From an optimization exercise on the open Yosys and OpenROAD flow, aimed at a short achievable clock period and few clock cycles; shortcuts taken in it are not production practice. In this exercise RTL edits were held to simulation tests only and were not proved equivalent to the original. Power is estimated from default activity; no workload was simulated.

**flow/config.mk**
```make
export PLATFORM = sky130hd
export DESIGN_NAME = cpu_top
export DESIGN_NICKNAME = cpu_top
export VERILOG_FILES = /design/flow/design.v
export SDC_FILE = /design/flow/constraint.sdc
export NUM_CORES = 4
export LEC_CHECK = 0
export CAP_MARGIN = 20
export CORE_MARGIN = 2
export CORE_UTILIZATION = 40
export SETUP_SLACK_MARGIN = 0.2
export SLEW_MARGIN = 20
```
**flow/constraint.sdc**
```tcl
create_clock -name core_clock -period 9.0 [get_ports {clk}]
set_input_delay 1.8000 -clock core_clock [delete_from_list [all_inputs] [get_ports {clk}]]
set_output_delay 1.8000 -clock core_clock [all_outputs]
set_load 0.01 [all_outputs]
```
**flow/run.sh**
```bash
#!/bin/bash
# synth_recipe.tcl (not shown) runs the flow's synth.tcl, then flattens the netlist and writes it again
# the make line also repeats each setting of config.mk as NAME=value (left out here)
make -C /OpenROAD-flow-scripts/flow DESIGN_CONFIG=/design/flow/config.mk WORK_HOME=/design/flow/orfs CLKGATE_MAP_FILE= SYNTH_SCRIPT=/design/flow/synth_recipe.tcl finish
```
**flow/design.v**
```verilog
package cpu_pkg;
    localparam int DATA_W    = 8;   
    localparam int ADDR_W    = 8;   
    localparam int PC_W      = 8;   
    localparam int INSTR_W   = 9;   
    localparam int REG_IDX_W = 2;   
    typedef logic [DATA_W-1:0]    data_t;      
    typedef logic [ADDR_W-1:0]    addr_t;      
    typedef logic [PC_W-1:0]      pc_t;        
    typedef logic [INSTR_W-1:0]   instr_t;     
    typedef logic [REG_IDX_W-1:0] reg_idx_t;   
    typedef enum logic [2:0] {
        OP_ADD = 3'd0,   
        OP_SUB = 3'd1,   
        OP_AND = 3'd2,   
        OP_OR  = 3'd3,   
        OP_LI  = 3'd4,   
        OP_LD  = 3'd5,   
        OP_ST  = 3'd6,   
        OP_SYS = 3'd7    
    } opcode_e;
    typedef enum logic [2:0] {
        ALU_ADD,
        ALU_SUB,
        ALU_AND,
        ALU_OR,
        ALU_PASS_B       
    } alu_op_e;
    typedef enum logic [1:0] {
        ST_IDLE,         
        ST_RUN,          
        ST_HALTED        
    } run_state_e;
    typedef struct packed {
        alu_op_e  alu_op;        
        logic     use_imm;       
        logic     branch_test;   
        logic     reg_we;        
        reg_idx_t wsel;          
        logic     mem_we;        
        logic     mem_to_reg;    
        logic     branch;        
        logic     halt;          
        reg_idx_t r_a;           
        reg_idx_t r_b;           
        data_t    imm;           
        pc_t      br_off;        
    } ctrl_t;
endpackage
module instruction_memory #(
    parameter int IMEM_DEPTH = 256
) (
    input  logic            clk,
    input  logic            we,            
    input  cpu_pkg::pc_t    waddr,         
    input  cpu_pkg::instr_t wdata,         
    input  cpu_pkg::pc_t    pc,            
    output cpu_pkg::instr_t instruction    
);
    localparam int AW = $clog2(IMEM_DEPTH);   
    cpu_pkg::instr_t mem [0:IMEM_DEPTH-1];   
    always_ff @(posedge clk) begin
        if (we) begin
            mem[waddr[AW-1:0]] <= wdata;   
        end
    end
    assign instruction = mem[pc[AW-1:0]];   
endmodule
module control_decoder (
    input  cpu_pkg::instr_t instruction,   
    input  logic            running,       
    output cpu_pkg::ctrl_t  ctrl           
);
    cpu_pkg::opcode_e opcode;    
    logic    sys_bit;   
    assign opcode  = cpu_pkg::opcode_e'(instruction[8:6]);
    assign sys_bit = instruction[5];
    always_comb begin
        ctrl.r_a         = instruction[5:4];
        ctrl.r_b         = instruction[3:2];
        ctrl.imm         = {{2{instruction[5]}}, instruction[5:0]};   
        ctrl.br_off      = {{3{instruction[4]}}, instruction[4:0]};   
        ctrl.alu_op      = cpu_pkg::ALU_ADD;
        ctrl.use_imm     = 1'b0;
        ctrl.branch_test = 1'b0;
        ctrl.reg_we      = 1'b0;
        ctrl.wsel        = instruction[5:4];   
        ctrl.mem_we      = 1'b0;
        ctrl.mem_to_reg  = 1'b0;
        ctrl.branch      = 1'b0;
        ctrl.halt        = 1'b0;
        case (opcode)
            cpu_pkg::OP_ADD: begin
                ctrl.alu_op = cpu_pkg::ALU_ADD;
                ctrl.reg_we = 1'b1;   
            end
            cpu_pkg::OP_SUB: begin
                ctrl.alu_op = cpu_pkg::ALU_SUB;
                ctrl.reg_we = 1'b1;
            end
            cpu_pkg::OP_AND: begin
                ctrl.alu_op = cpu_pkg::ALU_AND;
                ctrl.reg_we = 1'b1;
            end
            cpu_pkg::OP_OR: begin
                ctrl.alu_op = cpu_pkg::ALU_OR;
                ctrl.reg_we = 1'b1;
            end
            cpu_pkg::OP_LI: begin
                ctrl.alu_op  = cpu_pkg::ALU_PASS_B;   
                ctrl.use_imm = 1'b1;
                ctrl.reg_we  = 1'b1;
                ctrl.wsel    = 2'd1;         
            end
            cpu_pkg::OP_LD: begin
                ctrl.reg_we     = 1'b1;
                ctrl.wsel       = instruction[3:2];   
                ctrl.mem_to_reg = 1'b1;
            end
            cpu_pkg::OP_ST: begin
                ctrl.mem_we = 1'b1;   
            end
            cpu_pkg::OP_SYS: begin
                if (sys_bit) begin
                    ctrl.halt = 1'b1;
                end else begin
                    ctrl.alu_op      = cpu_pkg::ALU_PASS_B;   
                    ctrl.branch_test = 1'b1;
                    ctrl.branch      = 1'b1;
                end
            end
            default: ctrl.alu_op = cpu_pkg::ALU_ADD;
        endcase
        ctrl.reg_we = ctrl.reg_we & running;
        ctrl.mem_we = ctrl.mem_we & running;
        ctrl.branch = ctrl.branch & running;
        ctrl.halt   = ctrl.halt & running;
    end
endmodule
module register_file (
    input  logic              clk,
    input  logic              rst_n,
    input  logic              clear,     
    input  cpu_pkg::reg_idx_t ra,        
    input  cpu_pkg::reg_idx_t rb,        
    input  logic              we,        
    input  cpu_pkg::reg_idx_t wsel,      
    input  cpu_pkg::data_t    wdata,     
    output cpu_pkg::data_t    data_a,    
    output cpu_pkg::data_t    data_b,    
    output cpu_pkg::data_t    data_r1    
);
    cpu_pkg::data_t regs [0:3];   
    always_ff @(posedge clk) begin
        if (!rst_n || clear) begin
            for (int i = 0; i < 4; i++) begin
                regs[i] <= '0;   
            end
        end else if (we) begin
            regs[wsel] <= wdata;   
        end
    end
    assign data_a  = regs[ra];
    assign data_b  = regs[rb];
    assign data_r1 = regs[1];
endmodule
module alu (
    input  cpu_pkg::data_t   a,        
    input  cpu_pkg::data_t   b,        
    input  cpu_pkg::alu_op_e op,       
    output cpu_pkg::data_t   result,   
    output logic             zero      
);
    always_comb begin
        case (op)
            cpu_pkg::ALU_ADD:    result = a + b;   
            cpu_pkg::ALU_SUB:    result = a - b;   
            cpu_pkg::ALU_AND:    result = a & b;
            cpu_pkg::ALU_OR:     result = a | b;
            cpu_pkg::ALU_PASS_B: result = b;       
            default:    result = '0;
        endcase
    end
    assign zero = (result == '0);
endmodule
module data_memory #(
    parameter int DMEM_DEPTH = 256
) (
    input  logic           clk,
    input  logic           we,           
    input  cpu_pkg::addr_t addr,         
    input  cpu_pkg::data_t wdata,        
    output cpu_pkg::data_t rdata,        
    input  cpu_pkg::addr_t host_addr,    
    output cpu_pkg::data_t host_rdata    
);
    localparam int AW = $clog2(DMEM_DEPTH);   
    cpu_pkg::data_t mem [0:DMEM_DEPTH-1];   
    always_ff @(posedge clk) begin
        if (we) begin
            mem[addr[AW-1:0]] <= wdata;   
        end
    end
    assign rdata      = mem[addr[AW-1:0]];        
    assign host_rdata = mem[host_addr[AW-1:0]];   
endmodule
module run_control (
    input  logic         clk,
    input  logic         rst_n,
    input  logic         start,      
    input  logic         halt,       
    input  logic         branch,     
    input  logic         zero,       
    input  cpu_pkg::pc_t br_off,     
    output cpu_pkg::pc_t pc,         
    output logic         running,    
    output logic         clear,      
    output logic         load_ok,    
    output logic         done        
);
    cpu_pkg::run_state_e state;         
    cpu_pkg::pc_t        pc_plus1;      
    cpu_pkg::pc_t        next_pc;       
    logic       take_branch;   
    logic       start_ok;      
    assign load_ok  = (state != cpu_pkg::ST_RUN);    
    assign start_ok = start & load_ok;      
    assign clear    = start_ok;             
    assign running  = (state == cpu_pkg::ST_RUN);
    assign done     = (state == cpu_pkg::ST_HALTED);
    assign take_branch = branch & zero;
    assign pc_plus1    = pc + cpu_pkg::pc_t'(1);
    assign next_pc     = take_branch ? pc_plus1 + br_off : pc_plus1;   
    always_ff @(posedge clk) begin
        if (!rst_n) begin
            state <= cpu_pkg::ST_IDLE;
            pc    <= '0;
        end else begin
            case (state)
                cpu_pkg::ST_IDLE, cpu_pkg::ST_HALTED: begin
                    if (start_ok) begin
                        state <= cpu_pkg::ST_RUN;   
                        pc    <= '0;       
                    end
                end
                cpu_pkg::ST_RUN: begin
                    if (halt) begin
                        state <= cpu_pkg::ST_HALTED;   
                    end else begin
                        pc <= next_pc;        
                    end
                end
                default: begin
                    state <= cpu_pkg::ST_IDLE;   
                end
            endcase
        end
    end
endmodule
module cpu_top #(
    parameter int IMEM_DEPTH = 256,
    parameter int DMEM_DEPTH = 256
) (
    input  logic            clk,
    input  logic            rst_n,
    input  logic            start,        
    input  logic            prog_we,      
    input  cpu_pkg::pc_t    prog_addr,    
    input  cpu_pkg::instr_t prog_data,    
    input  cpu_pkg::addr_t  host_addr,    
    output logic            done,         
    output cpu_pkg::data_t  host_rdata    
);
    cpu_pkg::pc_t    pc;            
    cpu_pkg::instr_t instruction;   
    cpu_pkg::ctrl_t  ctrl;          
    logic   running;       
    logic   clear;         
    logic   load_ok;       
    logic   zero;          
    cpu_pkg::data_t  data_a;        
    cpu_pkg::data_t  data_b;        
    cpu_pkg::data_t  data_r1;       
    cpu_pkg::data_t  alu_b;         
    cpu_pkg::data_t  alu_result;    
    cpu_pkg::data_t  mem_rdata;     
    cpu_pkg::data_t  wb_data;       
    run_control i_run_control (
        .clk     (clk),
        .rst_n   (rst_n),
        .start   (start),
        .halt    (ctrl.halt),
        .branch  (ctrl.branch),
        .zero    (zero),
        .br_off  (ctrl.br_off),
        .pc      (pc),
        .running (running),
        .clear   (clear),
        .load_ok (load_ok),
        .done    (done)
    );
    instruction_memory #(.IMEM_DEPTH(IMEM_DEPTH)) i_instruction_memory (
        .clk         (clk),
        .we          (prog_we & load_ok),   
        .waddr       (prog_addr),
        .wdata       (prog_data),
        .pc          (pc),
        .instruction (instruction)
    );
    control_decoder i_control_decoder (
        .instruction (instruction),
        .running     (running),
        .ctrl        (ctrl)
    );
    register_file i_register_file (
        .clk     (clk),
        .rst_n   (rst_n),
        .clear   (clear),
        .ra      (ctrl.r_a),
        .rb      (ctrl.r_b),
        .we      (ctrl.reg_we),
        .wsel    (ctrl.wsel),
        .wdata   (wb_data),
        .data_a  (data_a),
        .data_b  (data_b),
        .data_r1 (data_r1)
    );
    assign alu_b = ctrl.use_imm ? ctrl.imm : (ctrl.branch_test ? data_r1 : data_b);
    alu i_alu (
        .a      (data_a),
        .b      (alu_b),
        .op     (ctrl.alu_op),
        .result (alu_result),
        .zero   (zero)
    );
    data_memory #(.DMEM_DEPTH(DMEM_DEPTH)) i_data_memory (
        .clk        (clk),
        .we         (ctrl.mem_we),
        .addr       (data_a),        
        .wdata      (data_b),        
        .rdata      (mem_rdata),
        .host_addr  (host_addr),
        .host_rdata (host_rdata)
    );
    assign wb_data = ctrl.mem_to_reg ? mem_rdata : alu_result;   
endmodule
```
==> results.txt <==
worst rel slew slack = 0.1570
min Tclk post-route = 8.793 ns
Finished Cell Area = 216800 sq um
most frequent cells in the layout = edfxtp_1, nand2_1, mux4_2
sequence of cells on the critical path = buf_12 -> buf_4 -> mux4_2 -> nor3_1 -> a21oi_1 -> a41o_1 -> o22ai_1 -> or4_1 -> inv_2 -> mux2i_1 -> mux2_8 -> buf_16 -> nand3_1 -> buf_4 -> o22ai_1 -> a211oi_1 -> and3_1 -> a211oi_4 -> o2111ai_1 -> o32a_1 -> nor3_1
Async S/R FF share, synth = 0
overall via count from detail_route = 115000
# DRC = 0
Vias/cell = 6.263
Yosys cell types = 94
GPL Wtd Cong = 0.9410
Global Route Usage Sum = 0.2549
Die Wd = 696.5 um
status = no timing/DRC/antenna violations
Final Hold Vio Count = 0
die height = 696.5 um
vias in the first global route = 112900
share of layout cells above drive strength 1 = 0.2275
post-cts sizing count = 2
crit path max fanout = 118
row cnt = 254
EDFF count, synth = 4384
Mapped Area = 191800 sq um
Max Clock Skew = 0.1534 ns
crit-path leading delay family = compound AO/OA/AOI/OAI gates
Max Root-Sink Buffers = 4
antenna-violating nets left = 0
CP endpoint kind = flop
Non-Filler Instances = 18360
WHS = 0.4724 ns
worst path arrival time = 9.62 ns
critical path class = flop to flop
Worst VDD drop = 0.1895 mV
DR iter-0 viols = 17930
largest net degree at the start of global routing = 209
Root Buffer = clkbuf_16
Nets = 11610
Startpoint Class = flop
worst-margin pin slew = 1.264 ns
RSZ-0062 raised after global routing = no
GRT overflow = 0
synthesized area per cell = 16.95 sq um
P&R area growth vs syn = 13.00%
I/O Buffers = 37
first-pass GRT wire length = 881.0 mm
synthesis warning total = 6
Initial Util = 0.4013
ys flop type = edfxtp_1
DR WL/cell = 34.35 um
power per cell area = 216.1 nW/um^2
Final Max Tran Viols = 0
commonest non-fill, non-tap cell in the layout = edfxtp_1
DP Wirelength = 407.6 mm
Reg clk slew, reported paths = 0.06 ns
CTS Buf Count = 453
Num Clock Sinks = 4402
Max Cap Viol = 0
post-synthesis register bit count = 4402
H-tree levels = 5
First-pass DRT Iterations = 6
Lkg Pwr = 68.76 nW
Ports = 38
max incr delay on CP = 0.72 ns
CTS tree = yes
CTS Hold Bufs = 0
Buffers & Inverters on Critical Path = 5
Final Setup Violations = 0
slowest CP cell = dfxtp_4
Post-CTS Setup Bufs = 0
Clk Latency, worst-skew pair = 1.11 ns
fmax = 113.7 MHz
core area = 478000 sq um
syn_nets = 11370
dpl cells = 17500
DIE AREA = 485100 sq um
drt total wl = 630.5 mm
Post-Syn Instances = 11320
Crit path required time = 9.83 ns
sequential area share after synthesis = 0.6882
placed cell area = 201700 sq um
antenna violations before repair = 36
worst hold-check path type = flop to flop
fin crit share = 0.9770
-- final timing paths --
| path | startpoint | endpoint | slack, ns | cells past startpoint |
|---|---|---|---|---|
| worst min-delay path | i_run_control.pc[7]$_SDFFE_PN0P_ | i_run_control.pc[7]$_SDFFE_PN0P_ | 0.47 | 1 |
| worst max-delay path | flop | i_register_file.regs[0][3]$_SDFFCE_PN0P_ | 0.21 | 21 |
| worst min register to register | i_run_control.pc[7]$_SDFFE_PN0P_ | i_run_control.pc[7]$_SDFFE_PN0P_ | 0.47 | 1 |
| worst max register to register | flop | i_register_file.regs[0][3]$_SDFFCE_PN0P_ | 0.21 | 21 |
-- flip-flops by register name, summed over array words and instances (netlist names), named ones only --
| signal | count |
|---|---|
| i_data_memory.mem | 2048 |
| i_instruction_memory.mem | 2304 |
| i_register_file.regs | 32 |
| i_run_control.pc | 8 |
| i_run_control.state | 2 |
-- where the power goes --
group / switching (mW) / leakage (nW) / total, mW / internal, mW
logic: 3.56 / 21.7 / 5.10 / 1.54
registers: 0.0273 / 39.9 / 22.9 / 22.9
clock network: 8.12 / 7.13 / 18.8 / 10.7
-- layout make-up --
cell class	instances	area, sq um
clock inverters	273	2818
diodes	19	47.55
flip-flops and latches	4402	132000
inverters	31	155.1
multi-input cells	6084	56090
well taps	6400	8008
fillers	40780	261200
clock buffers	555	11850
repair buffers	593	5771
-- synth_stat cells (all sizes together), types with 6 or more instances --
library cell	count	area [sq um]
a2111oi	7	61.31
a211oi	21	162.6
a21boi	7	56.30
a21o	11	82.58
a21oi	509	2551
a221oi	6	52.55
a22o	6	52.55
a22oi	151	1139
a311oi	23	201.4
a31oi	84	525.5
a32oi	20	175.2
and2	24	150.1
and3	33	206.5
buf	530	3218
clkbuf	273	1025
dfxtp	18	360.4
edfxtp	4384	131600
ha	18	225.2
inv	28	107.6
mux2	55	623.1
mux2i	626	6266
mux4	1270	28600
nand2	1588	5966
nand2b	13	83.83
nand3	429	2147
nand4	42	262.8
nor2	616	2320
nor2b	33	206.5
nor3	37	205.2
nor4	38	237.7
o2111ai	10	87.58
o211ai	37	277.8
o21ai	166	830.8
o22ai	37	231.5
o311ai	15	131.4
o31ai	15	122.6
o32ai	7	61.31
or3	18	112.6
or4	12	93.84
xnor2	15	131.4
xor2	9	78.83
-- cell families after synthesis --
group,after synthesis,synth area share
flip-flops,4402,0.6882
AND/OR/NAND/NOR,2906,0.06360
multiplexers,1951,0.1850
AO/OA/AOI/OAI,1180,0.03781
buffers and inverters,834,0.02276
XOR/XNOR,24,0.001096
adder cells (fa/ha/maj),23,0.001539
-- through the flow --
| stage | setup WS, ns | util | total power, mW | TNS [ns] |
|---|---|---|---|---|
| final | 0.2074 | 0.4535 | 46.83 | 0 |
| after global routing | 0.1974 | 0.4534 | 47.84 | 0 |
| after CTS | 0.3488 | 0.4527 | 46.85 | 0 |
| after detailed placement | -0.07832 | 0.4220 | 28.28 | -0.1446 |
| after global placement | -0.5520 | 0.4216 | 28.20 | -1.969 |
| after floorplan | 0.01636 | - | 26.11 | 0 |
-- per-layer routing --
layer,vias to the layer above,wire length [um],GRT usage
li1,45800,-,-
met1,60010,232700,0.3399
met2,7697,287100,0.3922
met3,1451,71360,0.05743
met4,10,39300,0.1337
met5,-,65,0
Testbench counts, summed over its fixed seeds: cycles 64,717.

[port drivers added, routing unchanged]
The flow's constraints put no driver on any port. The routed layout listed below was extracted and timed again, unchanged, in two steps.
Step 1, drivers: a clkbuf_16 drives clk and a buf_2 each remaining input, both assumed.
Step 2 adds t to the input delays and takes it off the output delays; t is the mean of the earliest and latest rising clock arrival at the registers after step 1. Input paths then give back, and output paths get back, about the clock's delay inside the block.
Three values: no drivers, after step 1, after step 2; two values: the first two.
t, ns: 1.153
slack for setup (ns): 0.207 / 0.207 / 0.207
hold slack, ns: 0.472 / 0.472 / 0.472
After both steps this run still meets setup and hold. For this run, drivers alone change the setup slack by 0.000 ns; drivers and shift together by 0.000 ns.
